Context: an optimization exercise on an open-source flow, tuned for small area and a short achievable clock period. The choices shown serve that exercise and are no tape-out recipe.
Function was checked by simulation only, so behaviour that the tests miss may differ from the original.
Power figures rest on the tool's default switching activity, not on a simulated workload.

==> flow/design.v <==
package cap_pkg;
  localparam int unsigned cap_addr_w = 12;
  localparam logic [31:0] who_am_i_value = 32'h5A7E_0C01;
  localparam logic [31:0] dead_value     = 32'hDEAD_DEAD;
  localparam logic [3:0] reg_who_am_i   = 4'd0;
  localparam logic [3:0] reg_capt_depth = 4'd1;
  localparam logic [3:0] reg_data_w     = 4'd2;
  localparam logic [3:0] reg_trig_mode  = 4'd3;
  localparam logic [3:0] reg_trig_count = 4'd4;
  localparam logic [3:0] reg_capt_count = 4'd5;
  localparam logic [3:0] reg_go         = 4'd6;
  localparam logic [3:0] reg_capt_state = 4'd7;
  localparam logic [3:0] reg_trig_mask1 = 4'd8;
  localparam logic [3:0] reg_trig_mask2 = 4'd9;
  localparam logic [3:0] reg_trig_val1  = 4'd10;
  localparam logic [3:0] reg_trig_val2  = 4'd11;
  localparam logic [1:0] trig_none       = 2'd0;
  localparam logic [1:0] trig_single     = 2'd1;
  localparam logic [1:0] trig_continuous = 2'd2;
  localparam logic [1:0] st_idle    = 2'd0;
  localparam logic [1:0] st_armed   = 2'd1;
  localparam logic [1:0] st_capture = 2'd2;
  localparam logic [1:0] st_done    = 2'd3;
endpackage
`timescale 1ns/1ps
module cap_oai2 (
  input  logic [1:0] qn_i,
  input  logic [1:0] sn_i,
  output logic       y_o
);
  assign y_o = ~((sn_i[0] | qn_i[0]) & (sn_i[1] | qn_i[1]));
endmodule
module cap_nor2 (
  input  logic [1:0] a_i,
  output logic       y_o
);
  assign y_o = ~|a_i;
endmodule
module cap_nand4 (
  input  logic [3:0] a_i,
  output logic       y_o
);
  assign y_o = ~&a_i;
endmodule
`timescale 1ns/1ps
module wave_capture #(
  parameter int data_w     = 16,
  parameter int capt_depth = 128
) (
  input  logic              clk,
  input  logic              rst,
  input  logic [data_w-1:0] din_i,
  input  logic [31:0]       paddr_i,
  input  logic              pwrite_i,
  input  logic [31:0]       pwdata_i,
  input  logic              psel_i,
  input  logic              penable_i,
  output logic              pready_o,
  output logic [31:0]       prdata_o,
  output logic              pslverr_o
);
  localparam int aw = $clog2(capt_depth);
  localparam logic [aw-1:0] last_addr = aw'(capt_depth - 1);
  assign pslverr_o = 1'b0;
  logic [11:0] addr;
  logic        mem_sel;
  logic        reg_ok;
  logic [3:0]  reg_idx;
  logic        setup;
  logic        reg_wr;
  assign addr    = paddr_i[13:2];
  assign mem_sel = addr[11];
  assign reg_ok  = (addr[10:4] == 7'd0);
  assign reg_idx = addr[3:0];
  assign setup   = psel_i && !penable_i;
  assign reg_wr  = setup && pwrite_i && !mem_sel && reg_ok;
  logic [1:0]        trig_mode;
  logic              go;
  logic [data_w-1:0] trig_mask1;
  logic [data_w-1:0] trig_mask2;
  logic [data_w-1:0] trig_val1;
  logic [data_w-1:0] trig_val2;
  logic [31:0]       trig_count;
  logic [31:0]       capt_count;
  logic              mem_rd_pend;
  logic              trig_event;
  logic              capt_done;
  logic [1:0]        state;
  always_ff @(posedge clk) begin
    if (rst) begin
      pready_o    <= 1'b0;
      mem_rd_pend <= 1'b0;
      trig_mode   <= cap_pkg::trig_none;
      go          <= 1'b0;
      trig_mask1  <= '0;
      trig_mask2  <= '0;
      trig_val1   <= '0;
      trig_val2   <= '0;
      trig_count  <= '0;
      capt_count  <= '0;
    end else begin
      pready_o    <= (setup && (pwrite_i || !mem_sel)) || mem_rd_pend;
      mem_rd_pend <= setup && !pwrite_i && mem_sel;
      if (reg_wr && reg_idx == cap_pkg::reg_trig_count) trig_count <= pwdata_i;
      else if (trig_event)                                trig_count <= trig_count + 32'd1;
      if (reg_wr && reg_idx == cap_pkg::reg_capt_count) capt_count <= pwdata_i;
      else if (capt_done)                                 capt_count <= capt_count + 32'd1;
      if (reg_wr) begin
        case (reg_idx)
          cap_pkg::reg_trig_mode:  trig_mode  <= pwdata_i[1:0];
          cap_pkg::reg_go:         go         <= pwdata_i[0];
          cap_pkg::reg_trig_mask1: trig_mask1 <= pwdata_i[data_w-1:0];
          cap_pkg::reg_trig_mask2: trig_mask2 <= pwdata_i[data_w-1:0];
          cap_pkg::reg_trig_val1:  trig_val1  <= pwdata_i[data_w-1:0];
          cap_pkg::reg_trig_val2:  trig_val2  <= pwdata_i[data_w-1:0];
          default: ;
        endcase
      end
    end
  end
  logic [31:0] reg_rdata;
  always_comb begin
    reg_rdata = cap_pkg::dead_value;
    if (reg_ok) begin
      case (reg_idx)
        cap_pkg::reg_who_am_i:   reg_rdata = cap_pkg::who_am_i_value;
        cap_pkg::reg_capt_depth: reg_rdata = 32'(capt_depth);
        cap_pkg::reg_data_w:     reg_rdata = 32'(data_w);
        cap_pkg::reg_trig_mode:  reg_rdata = {30'd0, trig_mode};
        cap_pkg::reg_trig_count: reg_rdata = trig_count;
        cap_pkg::reg_capt_count: reg_rdata = capt_count;
        cap_pkg::reg_go:         reg_rdata = {31'd0, go};
        cap_pkg::reg_capt_state: reg_rdata = {30'd0, state};
        cap_pkg::reg_trig_mask1: reg_rdata = 32'(trig_mask1);
        cap_pkg::reg_trig_mask2: reg_rdata = 32'(trig_mask2);
        cap_pkg::reg_trig_val1:  reg_rdata = 32'(trig_val1);
        cap_pkg::reg_trig_val2:  reg_rdata = 32'(trig_val2);
        default:                 reg_rdata = cap_pkg::dead_value;
      endcase
    end
  end
  logic [data_w-1:0] din_d;
  logic [data_w-1:0] din_dd;
  logic              hit;
  logic              match;
  assign match = (((din_dd ^ trig_val1) & trig_mask1) == '0) &&
                 (((din_d  ^ trig_val2) & trig_mask2) == '0);
  always_ff @(posedge clk) begin
    din_d  <= din_i;
    din_dd <= din_d;
  end
  always_ff @(posedge clk) begin
    if (rst) hit <= 1'b0;
    else     hit <= match;
  end
  logic [aw-1:0] wr_addr;
  logic [aw-1:0] wr_addr_n;
  logic [1:0]    state_n;
  logic          restart;
  assign restart   = (trig_mode == cap_pkg::trig_continuous) && hit;
  logic [1:0] trig_mode_n;
  assign trig_mode_n = (reg_wr && reg_idx == cap_pkg::reg_trig_mode) ? pwdata_i[1:0] : trig_mode;
  logic cap_seq_n;
  assign cap_seq_n = (state_n == cap_pkg::st_capture) &&
                     !(match && trig_mode_n == cap_pkg::trig_continuous);
  always_comb begin
    state_n   = state;
    wr_addr_n = wr_addr;
    case (state)
      cap_pkg::st_idle: begin
        wr_addr_n = '0;
        if (go) state_n = (trig_mode == cap_pkg::trig_none) ? cap_pkg::st_capture : cap_pkg::st_armed;
      end
      cap_pkg::st_armed: begin
        if (hit) begin
          wr_addr_n = aw'(1);
          state_n   = cap_pkg::st_capture;
        end
      end
      cap_pkg::st_capture: begin
        if (restart) begin
          wr_addr_n = aw'(1);
        end else if (wr_addr == last_addr) begin
          wr_addr_n = '0;
          state_n   = (trig_mode == cap_pkg::trig_continuous) ? cap_pkg::st_armed : cap_pkg::st_done;
        end else begin
          wr_addr_n = wr_addr + aw'(1);
        end
      end
      default: ;
    endcase
    if (!go) state_n = cap_pkg::st_idle;
  end
  always_ff @(posedge clk) begin
    if (rst) begin
      state   <= cap_pkg::st_idle;
      wr_addr <= '0;
    end else begin
      state   <= state_n;
      wr_addr <= wr_addr_n;
    end
  end
  always_ff @(posedge clk) begin
    if (rst) capt_done <= 1'b0;
    else     capt_done <= cap_seq_n && (wr_addr_n == last_addr);
  end
  logic go_n;
  assign go_n = (reg_wr && reg_idx == cap_pkg::reg_go) ? pwdata_i[0] : go;
  always_ff @(posedge clk) begin
    if (rst) trig_event <= 1'b0;
    else     trig_event <= match && go_n && (trig_mode_n != cap_pkg::trig_none);
  end
  logic [capt_depth-1:0]        we;
  logic [capt_depth*data_w-1:0] mem;    
  logic [15:0] wr_hi;
  logic [7:0]  wr_lo;
  logic        w0_force;
  always_ff @(posedge clk) begin
    if (rst) begin
      wr_hi    <= '0;
      wr_lo    <= '0;
      w0_force <= 1'b0;
    end else begin
      for (int i = 0; i < 16; i++) wr_hi[i] <= (wr_addr_n[6:3] == 4'(i));
      for (int j = 0; j < 8; j++)  wr_lo[j] <= cap_seq_n && (wr_addr_n[2:0] == 3'(j));
      w0_force <= match && ((state_n == cap_pkg::st_armed) ||
                            (state_n == cap_pkg::st_capture && trig_mode_n == cap_pkg::trig_continuous));
    end
  end
  always_comb begin
    for (int i = 0; i < capt_depth; i++) we[i] = wr_hi[i/8] && wr_lo[i%8];
    we[0] = we[0] || w0_force;
  end
  for (genvar i = 0; i < capt_depth; i++) begin : g_word
    always_ff @(posedge clk) begin
      if (we[i]) mem[i*data_w +: data_w] <= ~din_dd;
    end
  end
  localparam int n_grp = capt_depth / 2;
  logic                    mem_rd;
  logic [capt_depth-1:0]   rsel_n;
  logic [n_grp-1:0]        grp [data_w];
  logic [3:0]              part_n [data_w];
  logic [data_w-1:0]       rd_data;
  logic [31:0]             reg_part;
  assign reg_part = reg_rdata & {32{!mem_sel}};
  assign mem_rd = setup && !pwrite_i && mem_sel;
  always_comb begin
    for (int i = 0; i < capt_depth; i++) rsel_n[i] = !(mem_rd && (addr[aw-1:0] == aw'(i)));
  end
  for (genvar b = 0; b < data_w; b++) begin : g_bit
    for (genvar k = 0; k < n_grp; k++) begin : g_grp
      cap_oai2 u_oai (
        .qn_i ({mem[(k*2+1)*data_w+b], mem[(k*2)*data_w+b]}),
        .sn_i (rsel_n[k*2 +: 2]),
        .y_o  (grp[b][k])
      );
    end
    logic [31:0] l1_n;
    logic [7:0]  l2;
    logic [3:0]  l3_n;
    for (genvar k = 0; k < 32; k++) begin : g_l1
      cap_nor2 u_nor (.a_i(grp[b][k*2 +: 2]), .y_o(l1_n[k]));
    end
    for (genvar k = 0; k < 8; k++) begin : g_l2
      cap_nand4 u_nand (.a_i(l1_n[k*4 +: 4]), .y_o(l2[k]));
    end
    for (genvar k = 0; k < 4; k++) begin : g_l3
      cap_nor2 u_nor (.a_i(l2[k*2 +: 2]), .y_o(l3_n[k]));
    end
    always_ff @(posedge clk) begin
      part_n[b] <= l3_n;
    end
    assign rd_data[b] = ~&part_n[b];
  end
  always_ff @(posedge clk) begin
    prdata_o <= {reg_part[31:data_w], rd_data | reg_part[data_w-1:0]};
  end
endmodule
==> flow/config.mk <==
export PLATFORM = sky130hd
export DESIGN_NAME = wave_capture
export DESIGN_NICKNAME = wave_capture
export VERILOG_FILES = /design/flow/design.v
export SDC_FILE = /design/flow/constraint.sdc
export NUM_CORES = 4
export LEC_CHECK = 0
export CAP_MARGIN = 20
export CORE_MARGIN = 2
export CORE_UTILIZATION = 50
export CTS_CLUSTER_DIAMETER = 60
export CTS_CLUSTER_SIZE = 30
export GPL_TIMING_DRIVEN = 0
export SETUP_SLACK_MARGIN = 1.8
export SLEW_MARGIN = 20
export SYNTH_HIERARCHICAL = 1
export SYNTH_MINIMUM_KEEP_SIZE = 0
==> flow/constraint.sdc <==
create_clock -name core_clock -period 3.5 [get_ports {clk}]
set_input_delay 0.7000 -clock core_clock [delete_from_list [all_inputs] [get_ports {clk}]]
set_output_delay 0.7000 -clock core_clock [all_outputs]
set_load 0.01 [all_outputs]
run.sh (not shown) runs the stock make flow with config.mk's settings and CLKGATE_MAP_FILE= SYNTH_SCRIPT=/design/flow/synth_recipe.tcl, a recipe that flattens the netlist after the stock synthesis.
The first run finished with timing, DRC and antenna clean.
Next try:
--- a/flow/design.v
+++ b/flow/design.v
@@ -202,16 +202,11 @@
   end
   always_ff @(posedge clk) begin
     if (rst) capt_done <= 1'b0;
     else     capt_done <= cap_seq_n && (wr_addr_n == last_addr);
   end
-  logic go_n;
-  assign go_n = (reg_wr && reg_idx == cap_pkg::reg_go) ? pwdata_i[0] : go;
-  always_ff @(posedge clk) begin
-    if (rst) trig_event <= 1'b0;
-    else     trig_event <= match && go_n && (trig_mode_n != cap_pkg::trig_none);
-  end
+  assign trig_event = hit && go && (trig_mode != cap_pkg::trig_none);
   logic [capt_depth-1:0]        we;
   logic [capt_depth*data_w-1:0] mem;    
   logic [15:0] wr_hi;
   logic [7:0]  wr_lo;
   logic        w0_force;
@@ -238,17 +233,14 @@
   end
   localparam int n_grp = capt_depth / 2;
   logic                    mem_rd;
   logic [capt_depth-1:0]   rsel_n;
   logic [n_grp-1:0]        grp [data_w];
-  logic [3:0]              part_n [data_w];
   logic [data_w-1:0]       rd_data;
-  logic [31:0]             reg_part;
-  assign reg_part = reg_rdata & {32{!mem_sel}};
   assign mem_rd = setup && !pwrite_i && mem_sel;
-  always_comb begin
-    for (int i = 0; i < capt_depth; i++) rsel_n[i] = !(mem_rd && (addr[aw-1:0] == aw'(i)));
+  always_ff @(posedge clk) begin
+    for (int i = 0; i < capt_depth; i++) rsel_n[i] <= !(mem_rd && (addr[aw-1:0] == aw'(i)));
   end
   for (genvar b = 0; b < data_w; b++) begin : g_bit
     for (genvar k = 0; k < n_grp; k++) begin : g_grp
       cap_oai2 u_oai (
         .qn_i ({mem[(k*2+1)*data_w+b], mem[(k*2)*data_w+b]}),
@@ -266,14 +258,11 @@
       cap_nand4 u_nand (.a_i(l1_n[k*4 +: 4]), .y_o(l2[k]));
     end
     for (genvar k = 0; k < 4; k++) begin : g_l3
       cap_nor2 u_nor (.a_i(l2[k*2 +: 2]), .y_o(l3_n[k]));
     end
-    always_ff @(posedge clk) begin
-      part_n[b] <= l3_n;
-    end
-    assign rd_data[b] = ~&part_n[b];
-  end
-  always_ff @(posedge clk) begin
-    prdata_o <= {reg_part[31:data_w], rd_data | reg_part[data_w-1:0]};
-  end
-endmodule
+    cap_nand4 u_l4 (.a_i(l3_n), .y_o(rd_data[b]));
+  end
+  always_ff @(posedge clk) begin
+    prdata_o <= 32'(rd_data) | (reg_rdata & {32{!mem_sel}});
+  end
+endmodule
The changed run finished clean.
Design area came out lower by 0.70%.
Setup slack got worse by 100 ps.
Maximum frequency falls by 4.5%.
Die area rises by 1.4%.
Cell count came out higher by 1.6%.
Core utilization shrinks by 1.2 points.
Total power is higher by 1.8%.
Clock skew falls by 4.3 ps.
Hold slack degrades by 38 ps.
Sequential share of layout area rises by 2.1 points.
Sequential power increases by about 2%.

re-timing with driven ports:
The flow's constraints put no driver on any port. The routed layouts listed below were extracted and timed again, unchanged, in two steps. Step 1: set_driving_cell puts a clkbuf_16 on clk and a buf_2 on each other input, an assumption about the parent block. Step 2 adds t to the input delays and takes it off the output delays; t is the mean of the earliest and latest rising clock arrival at the registers after step 1. Input paths then give back, and output paths get back, about the clock's delay inside the block. Three values: no drivers, after step 1, after step 2; two values: the first two.
run | t (ns) | setup slack, ns | worst register clock-pin slew, ns
the first run | 0.894 | 1.306 / 1.346 / 0.452 | 0.11 / 0.11
the second run | 0.887 | 1.203 / 1.203 / 0.684 | 0.11 / 0.11
After both steps setup and hold are still met in every run listed. For the first run, which loses most, drivers alone change the setup slack by +0.040 ns; drivers and shift together by -0.854 ns.
